This design comes from an exercise in tuning for small area on the open sky130 flow, not from production work. RTL that was checked went through simulation tests only; none was proved equivalent to the original.

==> flow/design.v <==
package mlfq_pkg;
    localparam logic [7:0] Q1_TIME = 8'd1;
    localparam logic [7:0] Q2_TIME = 8'd2;
    localparam logic [7:0] Q3_TIME = 8'd4;
endpackage
module mlfq_queues
(
    input  logic       clk,
    input  logic       rst_n,
    input  logic       load,       
    input  logic       pop_top,    
    input  logic       pop_mid,    
    input  logic       pop_bot,    
    input  logic       push_bot,   
    input  logic [2:0] pop_idx,    
    output logic [3:0] loaded,
    output logic [3:0] top_head,
    output logic [3:0] mid_bound,
    output logic [2:0] bot_head,
    output logic [2:0] bot_tail,
    output logic       top_nonempty
);
    always_ff @(posedge clk or negedge rst_n)
    begin
        if (!rst_n)
        begin
            loaded    <= '0;
            top_head  <= '0;
            mid_bound <= '0;
            bot_head  <= '0;
            bot_tail  <= '0;
        end
        else
        begin
            if (load)
                loaded <= loaded + 1'b1;
            if (pop_top)
                top_head <= top_head + 1'b1;
            if (pop_mid)
                mid_bound <= {1'b0, pop_idx} + 1'b1;
            if (pop_bot)
                bot_head <= bot_head + 1'b1;
            if (push_bot)
                bot_tail <= bot_tail + 1'b1;
        end
    end
    assign top_nonempty = (top_head != loaded);
endmodule
import mlfq_pkg::*;
module mlfq_three_level_scheduler_top
(
    input  logic        clk,
    input  logic        rst_n,
    input  logic        start,
    output logic        busy,
    input  logic        mode,
    input  logic [15:0] burst_len,
    input  logic [15:0] arrival_at,
    output logic        done,
    output logic        idle,
    output logic [2:0]  proc_index,
    output logic [1:0]  level,
    output logic [15:0] slice_start,
    output logic [15:0] slice_end,
    output logic [15:0] remaining,
    output logic        finished,
    output logic [15:0] turnaround,
    output logic [15:0] waiting,
    input  logic        cfg_valid,
    output logic        cfg_ready,
    input  logic [1:0]  cfg_index,
    input  logic [7:0]  cfg_data
);
    localparam int EW = 51;
    logic [8*EW-1:0] ring;
    logic [EW-1:0]   wb;
    logic [2:0]      phase;
    logic            pending;
    logic [1:0]      stage;
    logic [15:0]     time_reg;
    logic [7:0]      q_top, q_mid, q_bot;
    logic [3:0]      loaded, top_head, mid_bound;
    logic [2:0]      bot_head, bot_tail;
    logic            top_ne;
    logic [2:0]      s_tick;
    logic [15:0]     s_burst, s_arr, s_rem;
    logic            in_q, below_mid, match, fire, work, fin, load_now, is_idle;
    logic            lv_mid, lv_bot;
    logic [7:0]      q_raw, q_eff, run, run_g;
    logic [15:0]     new_rem, end_t;
    logic [16:0]     end_sum, turn_d, wait_d;
    mlfq_queues u_queues (
        .clk          (clk),
        .rst_n        (rst_n),
        .load         (load_now),
        .pop_top      (work && top_ne),
        .pop_mid      (work && lv_mid),
        .pop_bot      (work && lv_bot),
        .push_bot     (work && !top_ne && !fin),
        .pop_idx      (phase),
        .loaded       (loaded),
        .top_head     (top_head),
        .mid_bound    (mid_bound),
        .bot_head     (bot_head),
        .bot_tail     (bot_tail),
        .top_nonempty (top_ne)
    );
    assign {s_tick, s_burst, s_arr, s_rem} = ring[EW-1:0];
    assign cfg_ready = 1'b1;
    assign busy      = pending || (phase != loaded[2:0]);
    assign load_now  = start && !busy && !mode && !loaded[3];
    assign lv_mid  = !top_ne && (stage == 2'd1);
    assign lv_bot  = !top_ne && (stage == 2'd2);
    assign is_idle = !top_ne && (stage == 2'd3);
    assign in_q      = ({1'b0, phase} < top_head) && (s_rem != '0);
    assign below_mid = ({1'b0, phase} < mid_bound);
    always_comb
    begin
        if (top_ne)
            match = (phase == top_head[2:0]);
        else
        begin
            case (stage)
                2'd0:    match = 1'b0;
                2'd1:    match = in_q && !below_mid;
                2'd2:    match = in_q && below_mid && (s_tick == bot_head);
                default: match = 1'b1;
            endcase
        end
    end
    assign fire = pending && match;
    assign work = fire && !is_idle;
    always_comb
    begin
        q_raw = top_ne ? q_top : (lv_mid ? q_mid : q_bot);
        q_eff = (q_raw == '0) ? 8'd1 : q_raw;
        run   = (s_rem > {8'd0, q_eff}) ? q_eff : s_rem[7:0];
        run_g = work ? run : 8'd0;
        new_rem = s_rem - {8'd0, run_g};
        end_sum = {1'b0, time_reg} + {9'd0, run_g};
        end_t   = end_sum[16] ? 16'hFFFF : end_sum[15:0];
        fin     = !is_idle && (new_rem == '0);
        turn_d  = {1'b0, end_t} - {1'b0, s_arr};
        wait_d  = {1'b0, turn_d[15:0]} - {1'b0, s_burst};
    end
    always_comb
    begin
        wb = {s_tick, s_burst, s_arr, new_rem};
        if (work)
        begin
            wb[EW-1:EW-3] = bot_tail;
        end
        if (load_now)
        begin
            wb[47:0] = {burst_len, arrival_at, burst_len};
        end
    end
    always_ff @(posedge clk)
    begin
        ring <= {wb, ring[8*EW-1:EW]};
    end
    always_ff @(posedge clk or negedge rst_n)
    begin
        if (!rst_n)
        begin
            phase    <= '0;
            pending  <= 1'b0;
            stage    <= '0;
            time_reg <= '0;
            q_top    <= Q1_TIME;
            q_mid    <= Q2_TIME;
            q_bot    <= Q3_TIME;
        end
        else
        begin
            phase    <= phase + 1'b1;
            time_reg <= end_t;
            if (fire)
            begin
                pending <= 1'b0;
                stage   <= '0;
            end
            else
            begin
                if (start && !busy && mode)
                    pending <= 1'b1;
                if (pending && (phase == 3'd7))
                    stage <= stage + 1'b1;
            end
            if (cfg_valid)
            begin
                case (cfg_index)
                    2'd0:    q_top <= cfg_data;
                    2'd1:    q_mid <= cfg_data;
                    2'd2:    q_bot <= cfg_data;
                    default: ;
                endcase
            end
        end
    end
    assign done        = fire;
    assign idle        = is_idle;
    assign proc_index  = phase;
    assign level       = {lv_bot, lv_mid};
    assign slice_start = is_idle ? 16'd0 : time_reg;
    assign slice_end   = is_idle ? 16'd0 : end_t;
    assign remaining   = is_idle ? 16'd0 : new_rem;
    assign finished    = fin;
    assign turnaround  = (fin && !turn_d[16]) ? turn_d[15:0] : 16'd0;
    assign waiting     = (fin && !turn_d[16] && !wait_d[16]) ? wait_d[15:0] : 16'd0;
endmodule
Settings: LEC_CHECK=0, CAP_MARGIN=20, CORE_MARGIN=2, CORE_UTILIZATION=40, SLEW_MARGIN=20, BUFFER_PORTS_ARGS=-buffer_cell sky130_fd_sc_hd__buf_1, CTS_ARGS=-sink_clustering_enable -repair_clock_nets -dont_use_dummy_load -buf_list {sky130_fd_sc_hd__clkbuf_4 sky130_fd_sc_hd__clkbuf_8} -sink_clustering_size 20 -sink_clustering_max_diameter 60; clock period 12.0 ns.
standard.sh (not shown) runs the stock make flow with config.mk's settings and CLKGATE_MAP_FILE= SYNTH_SCRIPT=/design/flow/synth_recipe.tcl, a recipe that flattens the netlist after the stock synthesis.
==> flow/flow/run.sh <==
#!/bin/bash
# Standard ORFS layout with area-oriented settings: port buffers of the
# smallest buffer cell and a clock tree of large sink clusters without dummy
# loads. The ORFS output goes to standard.log and the per-step logs in orfs/logs.
set -euo pipefail
cat >> config.mk <<'EOC'
export BUFFER_PORTS_ARGS = -buffer_cell sky130_fd_sc_hd__buf_1
export CTS_ARGS = -sink_clustering_enable -repair_clock_nets -dont_use_dummy_load -buf_list {sky130_fd_sc_hd__clkbuf_4 sky130_fd_sc_hd__clkbuf_8} -sink_clustering_size 20 -sink_clustering_max_diameter 60
EOC
bash standard.sh > standard.log 2>&1
Then changed:
--- a/flow/design.v
+++ b/flow/design.v
@@ -33,14 +33,10 @@
         else
         begin
-            if (load)
-                loaded <= loaded + 1'b1;
-            if (pop_top)
-                top_head <= top_head + 1'b1;
+            loaded   <= loaded + {3'd0, load};
+            top_head <= top_head + {3'd0, pop_top};
+            bot_head <= bot_head + {2'd0, pop_bot};
+            bot_tail <= bot_tail + {2'd0, push_bot};
             if (pop_mid)
                 mid_bound <= {1'b0, pop_idx} + 1'b1;
-            if (pop_bot)
-                bot_head <= bot_head + 1'b1;
-            if (push_bot)
-                bot_tail <= bot_tail + 1'b1;
         end
     end
@@ -86,5 +82,5 @@
     logic [15:0]     s_burst, s_arr, s_rem;
     logic            in_q, below_mid, match, fire, work, fin, load_now, is_idle;
-    logic            lv_mid, lv_bot;
+    logic            lv_mid, lv_bot, more;
     logic [7:0]      q_raw, q_eff, run, run_g;
     logic [15:0]     new_rem, end_t;
@@ -135,12 +131,39 @@
         q_raw = top_ne ? q_top : (lv_mid ? q_mid : q_bot);
         q_eff = (q_raw == '0) ? 8'd1 : q_raw;
-        run   = (s_rem > {8'd0, q_eff}) ? q_eff : s_rem[7:0];
+        more  = (s_rem > {8'd0, q_eff});
+        run   = more ? q_eff : s_rem[7:0];
         run_g = work ? run : 8'd0;
-        new_rem = s_rem - {8'd0, run_g};
-        end_sum = {1'b0, time_reg} + {9'd0, run_g};
-        end_t   = end_sum[16] ? 16'hFFFF : end_sum[15:0];
-        fin     = !is_idle && (new_rem == '0);
-        turn_d  = {1'b0, end_t} - {1'b0, s_arr};
-        wait_d  = {1'b0, turn_d[15:0]} - {1'b0, s_burst};
+        fin     = !is_idle && !more;
+    end
+    always_comb
+    begin
+        logic c_t, c_r, c_a, c_b;
+        logic x_t, x_r, x_a, x_b;
+        c_t = 1'b0;
+        c_r = 1'b1;
+        for (int i = 0; i < 16; i++)
+        begin
+            x_t = (i < 8) ? run_g[i] : 1'b0;
+            end_sum[i] = time_reg[i] ^ x_t ^ c_t;
+            c_t = (time_reg[i] & x_t) | (c_t & (time_reg[i] ^ x_t));
+            x_r = (i < 8) ? !run_g[i] : 1'b1;
+            new_rem[i] = s_rem[i] ^ x_r ^ c_r;
+            c_r = (s_rem[i] & x_r) | (c_r & (s_rem[i] ^ x_r));
+        end
+        end_sum[16] = c_t;
+        end_t = end_sum[16] ? 16'hFFFF : end_sum[15:0];
+        c_a = 1'b1;
+        c_b = 1'b1;
+        for (int i = 0; i < 16; i++)
+        begin
+            x_a = !s_arr[i];
+            turn_d[i] = end_t[i] ^ x_a ^ c_a;
+            c_a = (end_t[i] & x_a) | (c_a & (end_t[i] ^ x_a));
+            x_b = !s_burst[i];
+            wait_d[i] = turn_d[i] ^ x_b ^ c_b;
+            c_b = (turn_d[i] & x_b) | (c_b & (turn_d[i] ^ x_b));
+        end
+        turn_d[16] = !c_a;
+        wait_d[16] = !c_b;
     end
     always_comb
@@ -185,6 +208,5 @@
                 if (start && !busy && mode)
                     pending <= 1'b1;
-                if (pending && (phase == 3'd7))
-                    stage <= stage + 1'b1;
+                stage <= stage + {1'b0, pending && (phase == 3'd7)};
             end
             if (cfg_valid)
After rerunning: The changed run produced a layout that fails on setup timing. Cell area climbs by 0.86%. Synthesized area drops by 8.3%. Via count drops by 17%. Critical path depth climbs by 13. Wire length drops by 14%. Clock skew climbs by 0.0035 ns.
The RTL of the first run of this note was laid out without a check of its function.

static timing again, ports no longer ideal:
No port has a modelled driver above. Below, the same layouts with a new extraction and two added sets of constraints. Step 1 (the two cells are an assumption about what drives the block):
set clk [get_ports {clk}]
set_driving_cell -lib_cell sky130_fd_sc_hd__clkbuf_16 $clk
set_driving_cell -lib_cell sky130_fd_sc_hd__buf_2 [delete_from_list [all_inputs] $clk]
Step 2 times the ports against the registers' clock, not the clock port: input delays grow and output delays shrink by t, the midpoint of the rising clock arrivals with the driver on. Three values: no drivers, after step 1, after step 2; two values: the first two.
run	shift t [ns]	setup WS [ns]	cell pins on the clock port's net
the first run	0.575	0.548 / 0.501 / 1.076	1
the second run	0.594	-3.475 / -3.526 / -2.932	1
